This design comes from an exercise in tuning for small area and a short achievable clock period on the open sky130 flow, not from production work. Function was checked by simulation only, so behaviour that the tests miss may differ from the original.

Setup of job 101:
## fft_butterfly_pipe
module fft_butterfly_pipe (
  input  logic        clk,
  input  logic        rst,
  input  logic        in_valid,
  input  logic [3:0]  rd_addrA,
  input  logic [3:0]  rd_addrB,
  input  logic [2:0]  twiddle_idx,
  input  logic [3:0]  stage,
  input  logic        bank_sel,
  input  logic        agu_done,
  input  logic [31:0] rd_dataA,
  input  logic [31:0] rd_dataB,
  output logic [2:0]  tw_addr,
  input  logic [31:0] tw_data,
  output logic        wr_en,
  output logic        wr_bank,
  output logic [3:0]  wr_addrA,
  output logic [3:0]  wr_addrB,
  output logic [31:0] wr_dataA,
  output logic [31:0] wr_dataB,
  output logic        drained,
  output logic        done_out,
  output logic        hazard_err
);
  logic        v1_q, v2_q, v3_q;
  logic [3:0]  stage_q;                           
  logic [8:0]  meta1_q, meta2_q, meta3_q, meta4_q;   
  logic [31:0] a2_q, nb2_q, a3_q;
  logic [7:0]  one_n_re, two_n_re, neg_re, one_n_im, two_n_im, neg_im;
  logic [7:0]  one_n2_re, two_n2_re, neg2_re, one_n2_im, two_n2_im, neg2_im, neg_n2_im;
  logic [22:0] x_re, y_re, x_im, y_im, x3_re, y3_re, x3_im, y3_im;
  logic        c_re, c_im, c3_re, c3_im;
  logic        wrap1, wrap2_q, wrap3_q;
  logic        agu_q, pending_done;
  logic        busy, agu_rise, drained_next, hazard_c;
  logic [17:0] a3_re, a3_im;
  logic [5:0]  lo_re, lo_im;
  logic [17:0] s_aa_re, t_aa_re, s_aa_im, t_aa_im, s_ab_re, t_ab_re, s_ab_im, t_ab_im;
  logic [18:0] sum_aa_re, sum_aa_im, sum_ab_re, sum_ab_im;
  logic [17:0] za_re, za_im, zb_re, zb_im;
  logic [15:0] ra_re, ra_im, rb_re, rb_im;
  logic hi_stage, p2_1, p2_2, p2_3, p1_2, p1_3, p0_3;
  fft_or2    u_tw_hi  (.a(stage[3]), .b(stage[2]), .y(hi_stage));
  fft_nand3b u_tw_p21 (.a_n(stage[1]), .b(stage[0]), .c(twiddle_idx[0]), .y(p2_1));
  fft_nand3b u_tw_p22 (.a_n(stage[0]), .b(stage[1]), .c(twiddle_idx[1]), .y(p2_2));
  fft_nand3  u_tw_p23 (.a(stage[1]),   .b(stage[0]), .c(twiddle_idx[2]), .y(p2_3));
  fft_nand3b u_tw_p12 (.a_n(stage[0]), .b(stage[1]), .c(twiddle_idx[0]), .y(p1_2));
  fft_nand3  u_tw_p13 (.a(stage[1]),   .b(stage[0]), .c(twiddle_idx[1]), .y(p1_3));
  fft_nand3  u_tw_p03 (.a(stage[1]),   .b(stage[0]), .c(twiddle_idx[0]), .y(p0_3));
  fft_a31oi  u_tw_2   (.a1(p2_1), .a2(p2_2), .a3(p2_3), .b1(hi_stage), .y(tw_addr[2]));
  ...
Size: ~360 flip-flops, ~200 I/O pins, about 0.033 mm² of cells after synthesis.
Settings: LEC_CHECK=0, CAP_MARGIN=20, CORE_MARGIN=2, CORE_UTILIZATION=55, SLEW_MARGIN=20, SYNTH_HIERARCHICAL=1; clock period 10.0 ns.
standard.sh (not shown) runs the stock make flow with config.mk's settings and CLKGATE_MAP_FILE= SYNTH_SCRIPT=/design/flow/synth_recipe.tcl, a recipe that flattens the netlist after the stock synthesis.
==> flow/flow/run.sh <==
#!/bin/bash
set -euo pipefail
export BUFFER_PORTS_ARGS="-buffer_cell sky130_fd_sc_hd__buf_1"
export SETUP_SLACK_MARGIN=5.5
export CTS_ARGS="-sink_clustering_enable -repair_clock_nets -sink_clustering_size 30 -sink_clustering_max_diameter 100 -buf_list {sky130_fd_sc_hd__clkbuf_8 sky130_fd_sc_hd__clkbuf_16} -dont_use_dummy_load"
bash standard.sh > standard.log 2>&1
No stage failed in job 101, and the final checks on the layout all came back clean.
#### Input delta (job 102 over job 101)
Settings: PLACE_DENSITY now 0.7, previously not set; CORE_UTILIZATION now 62, was 55.
==> flow/flow/run.sh <==
#!/bin/bash
set -euo pipefail
export BUFFER_PORTS_ARGS="-buffer_cell sky130_fd_sc_hd__buf_1"
export SETUP_SLACK_MARGIN=5.4
export CTS_ARGS="-sink_clustering_enable -repair_clock_nets -sink_clustering_size 30 -sink_clustering_max_diameter 100 -buf_list {sky130_fd_sc_hd__clkbuf_8 sky130_fd_sc_hd__clkbuf_16} -dont_use_dummy_load"
bash standard.sh > standard.log 2>&1
### Flow results
- Measured against each other, job 101 and job 102 differ in area fraction of clock buffers and clock inverters, the lower figure coming from job 102.
- On area of the core: between job 101 and job 102, it ends up lower for job 102.
- From job 101 to job 102 the numbers moved as follows: post-synth design cell area has remained practically unchanged; instance count after placement with tap cells included fell 1.7%; first-pass detailed-route iteration total higher; buffer count from post-CTS setup fixing -1.
Input changes introduced in job 103 (baseline for comparison: job 102):
Settings: removing PLACE_DENSITY (formerly 0.7); changing CORE_UTILIZATION from 62 to 55.
--- outcome ---
- Re count of non-filler cells in the finished layout: job 103 is 68 up on job 102.
- Post-cts repair resize count: job 103 higher than job 102
- The sequential share of layout area of job 102 and that of job 103 are within noise of each other.
- Of job 103 and job 102, the run reporting the higher global-route usage over all layers was job 102.
- In the tables for job 103 and job 102, height of the chip reads lower with job 102.
- Against job 102, job 103 comes in about 11% higher on met2 wirelength from detailed routing.

== nickel ==
Another version of the RTL of fft_butterfly_pipe (not shown whole).
Size: ~3100 cells after synthesis, about 360 flip-flops.
// fft_butterfly_pipe
module fft_butterfly_pipe (
  input  logic        clk,
  input  logic        rst,
  input  logic        in_valid,
  input  logic [3:0]  rd_addrA,
  input  logic [3:0]  rd_addrB,
  input  logic [2:0]  twiddle_idx,
  input  logic [3:0]  stage,
  input  logic        bank_sel,
  input  logic        agu_done,
  input  logic [31:0] rd_dataA,
  input  logic [31:0] rd_dataB,
  output logic [2:0]  tw_addr,
  input  logic [31:0] tw_data,
  output logic        wr_en,
  output logic        wr_bank,
  output logic [3:0]  wr_addrA,
  output logic [3:0]  wr_addrB,
  output logic [31:0] wr_dataA,
  output logic [31:0] wr_dataB,
  output logic        drained,
  output logic        done_out,
  output logic        hazard_err
);
Settings: LEC_CHECK=0, CAP_MARGIN=20, CORE_MARGIN=2, CORE_UTILIZATION=40, CTS_BUF_LIST=sky130_fd_sc_hd__clkbuf_8 sky130_fd_sc_hd__clkbuf_16, CTS_CLUSTER_DIAMETER=80, CTS_CLUSTER_SIZE=24, SLEW_MARGIN=20, SYNTH_HIERARCHICAL=1; clock period 10.0 ns.
==> flow/flow/run.sh <==
#!/bin/bash
set -euo pipefail
export BUFFER_PORTS_ARGS="-buffer_cell sky130_fd_sc_hd__buf_1"
export SETUP_SLACK_MARGIN=5.5
bash standard.sh > standard.log 2>&1
diff inputs: nickel => tundra
# nickel
export LEC_CHECK = 0
export CAP_MARGIN = 20
export CORE_MARGIN = 2
export CORE_UTILIZATION = 40
export CTS_BUF_LIST = sky130_fd_sc_hd__clkbuf_8 sky130_fd_sc_hd__clkbuf_16
export CTS_CLUSTER_DIAMETER = 80
export CTS_CLUSTER_SIZE = 24
export SLEW_MARGIN = 20
export SYNTH_HIERARCHICAL = 1
create_clock -name core_clock -period 10.0 [get_ports {clk}]
# tundra
export LEC_CHECK = 0
export CAP_MARGIN = 20
export CORE_MARGIN = 2
export CORE_UTILIZATION = 55
export SLEW_MARGIN = 20
export SYNTH_HIERARCHICAL = 1
create_clock -name core_clock -period 10.0 [get_ports {clk}]
==> flow/flow/run.sh <==
#!/bin/bash
set -euo pipefail
export BUFFER_PORTS_ARGS="-buffer_cell sky130_fd_sc_hd__buf_1"
export SETUP_SLACK_MARGIN=5.4
export CTS_ARGS="-sink_clustering_enable -repair_clock_nets -sink_clustering_size 30 -sink_clustering_max_diameter 100 -buf_list {sky130_fd_sc_hd__clkbuf_8 sky130_fd_sc_hd__clkbuf_16} -dont_use_dummy_load"
export RECOVER_POWER=100
bash standard.sh > standard.log 2>&1
==> notes.md <==
STATUS run=tundra STAGES=ALL_DONE FINAL_CHECKS=FAILED CAUSE=max-capacitance violations, max-slew violations. Of the two values seen for worst setup path endpoint, tw_addr[2] was produced by nickel and y3_re[7] by tundra. tundra against nickel; sum of routed wire segments on met1 is up by a few percent. Hold slack: tundra < nickel. tundra against nickel: via count of the first global-routing pass went up about 0.7%; global-route usage now larger.
What lagoon does differently from tundra at the input level:
==> flow/flow/run.sh <==
#!/bin/bash
set -euo pipefail
export BUFFER_PORTS_ARGS="-buffer_cell sky130_fd_sc_hd__buf_1"
export SETUP_SLACK_MARGIN=5.5
export CTS_ARGS="-sink_clustering_enable -repair_clock_nets -sink_clustering_size 30 -sink_clustering_max_diameter 100 -buf_list {sky130_fd_sc_hd__clkbuf_8 sky130_fd_sc_hd__clkbuf_16} -dont_use_dummy_load"
bash standard.sh > standard.log 2>&1
==> notes.md <==
lagoon reached the final stage; the timing, DRC and antenna checks on its layout passed.
Global-route wire length before repair delta for lagoon relative to tundra: 0.55% lower
Relative to lagoon, the following input files were edited for cedar:
# lagoon
export LEC_CHECK = 0
export CAP_MARGIN = 20
export CORE_MARGIN = 2
export CORE_UTILIZATION = 55
export SLEW_MARGIN = 20
export SYNTH_HIERARCHICAL = 1
create_clock -name core_clock -period 10.0 [get_ports {clk}]
# cedar
export LEC_CHECK = 0
export CAP_MARGIN = 20
export CORE_MARGIN = 2
export CORE_UTILIZATION = 40
export CTS_BUF_LIST = sky130_fd_sc_hd__clkbuf_4 sky130_fd_sc_hd__clkbuf_8
export SLEW_MARGIN = 20
export SYNTH_HIERARCHICAL = 1
create_clock -name core_clock -period 10.0 [get_ports {clk}]
==> flow/flow/run.sh <==
#!/bin/bash
set -euo pipefail
export BUFFER_PORTS_ARGS="-buffer_cell sky130_fd_sc_hd__buf_2"
export SETUP_SLACK_MARGIN=5.5
bash standard.sh > standard.log 2>&1
Results
- Per the comparison of cedar with lagoon, placeable core region now sits higher, slew at the pin closest to its max-slew limit went up 0.035 ns.

## run A
fft_butterfly_pipe again, from the RTL that the note above started with.
Settings: LEC_CHECK=0, CAP_MARGIN=20, CORE_MARGIN=2, CORE_UTILIZATION=65, SLEW_MARGIN=20, SYNTH_HIERARCHICAL=1; clock period 10.0 ns.
==> flow/flow/run.sh <==
#!/bin/bash
set -euo pipefail
export BUFFER_PORTS_ARGS="-buffer_cell sky130_fd_sc_hd__buf_1"
export SETUP_SLACK_MARGIN=5.4
export CTS_ARGS="-sink_clustering_enable -repair_clock_nets -sink_clustering_size 24 -sink_clustering_max_diameter 80 -buf_list {sky130_fd_sc_hd__clkbuf_8 sky130_fd_sc_hd__clkbuf_16} -dont_use_dummy_load"
bash standard.sh > standard.log 2>&1
diff inputs: run A => run B
# run A
export LEC_CHECK = 0
export CAP_MARGIN = 20
export CORE_MARGIN = 2
export CORE_UTILIZATION = 65
export SLEW_MARGIN = 20
export SYNTH_HIERARCHICAL = 1
create_clock -name core_clock -period 10.0 [get_ports {clk}]
# run B
export LEC_CHECK = 0
export CAP_MARGIN = 20
export CORE_MARGIN = 2
export CORE_UTILIZATION = 55
export GPL_TIMING_DRIVEN = 0
export SLEW_MARGIN = 20
export SYNTH_HIERARCHICAL = 1
create_clock -name core_clock -period 10.0 [get_ports {clk}]
==> flow/flow/run.sh <==
#!/bin/bash
set -euo pipefail
export BUFFER_PORTS_ARGS="-buffer_cell sky130_fd_sc_hd__buf_1"
export SETUP_SLACK_MARGIN=5.4
export CTS_ARGS="-sink_clustering_enable -repair_clock_nets -sink_clustering_size 30 -sink_clustering_max_diameter 100 -buf_list {sky130_fd_sc_hd__clkbuf_8 sky130_fd_sc_hd__clkbuf_16} -dont_use_dummy_load"
bash standard.sh > standard.log 2>&1
--- outcome ---
Run B reached the end of the flow, and the finished layout is clean on the timing, DRC and antenna checks. Run B against run A: worst hold-check slack higher, first-pass GRT wire length increased about 2.4%, final critical-path setup slack saw little to no change, buffering overhead rose 4.3 points, number of nets in the layout went up by 2.8%. Changes observed in run B relative to run A: clock skew lost 0.055 ns; wire length increased by about 4% relative to the old numbers; clock-cell share of area went down 0.35 points.
Inputs modified between run B and run C:
# run B
export LEC_CHECK = 0
export CAP_MARGIN = 20
export CORE_MARGIN = 2
export CORE_UTILIZATION = 55
export GPL_TIMING_DRIVEN = 0
export SLEW_MARGIN = 20
export SYNTH_HIERARCHICAL = 1
create_clock -name core_clock -period 10.0 [get_ports {clk}]
# run C
export LEC_CHECK = 0
export CAP_MARGIN = 20
export CORE_MARGIN = 2
export CORE_UTILIZATION = 55
export SLEW_MARGIN = 20
export SYNTH_HIERARCHICAL = 1
create_clock -name core_clock -period 10.0 [get_ports {clk}]
Results
Summary of run C over run B: register-to-register slack up 0.05 ns.
Via count, run C vs run B: down by a few percent
Compare run C and run B | headroom to the max-slew limit lower: run C

-- static timing again, ports no longer ideal --
How much do the figures lean on ideal ports? The routed layouts below were timed once more, with nothing changed but the port constraints.
Step 1, drivers: a clkbuf_16 drives clk and a buf_2 each remaining input, both assumed.
Step 2 moves the port delays by t, midway between the first and last clock arrival at a register: inputs arrive t later, outputs are due t later. That takes back most of the time a late clock gives input paths.
Three values: no drivers, after step 1, after step 2; two values: the first two.
run | t, ns | setup slack, ns | hold WS [ns]
job 101 | 0.616 | 5.389 / 5.356 / 5.356 | 0.263 / 0.263 / 0.263
job 102 | 0.599 | 5.368 / 5.327 / 5.327 | 0.333 / 0.333 / 0.333
job 103 | 0.618 | 5.389 / 5.356 / 5.356 | 0.263 / 0.263 / 0.263
nickel | 0.686 | 5.377 / 5.327 / 5.327 | 0.331 / 0.331 / 0.331
tundra | 0.633 | 3.941 / 3.941 / 3.941 | 0.288 / 0.288 / 0.288
lagoon | 0.610 | 5.376 / 5.331 / 5.331 | 0.315 / 0.315 / 0.315
cedar | 0.732 | 5.374 / 5.336 / 5.336 | 0.323 / 0.323 / 0.323
run A | 0.621 | 5.370 / 5.327 / 5.327 | 0.303 / 0.303 / 0.303
run B | 0.616 | 5.372 / 5.332 / 5.332 | 0.308 / 0.308 / 0.308
run C | 0.635 | 5.370 / 5.326 / 5.326 | 0.288 / 0.288 / 0.288
For nickel, which loses most, drivers alone change the setup slack by -0.050 ns; drivers and shift together by -0.050 ns.
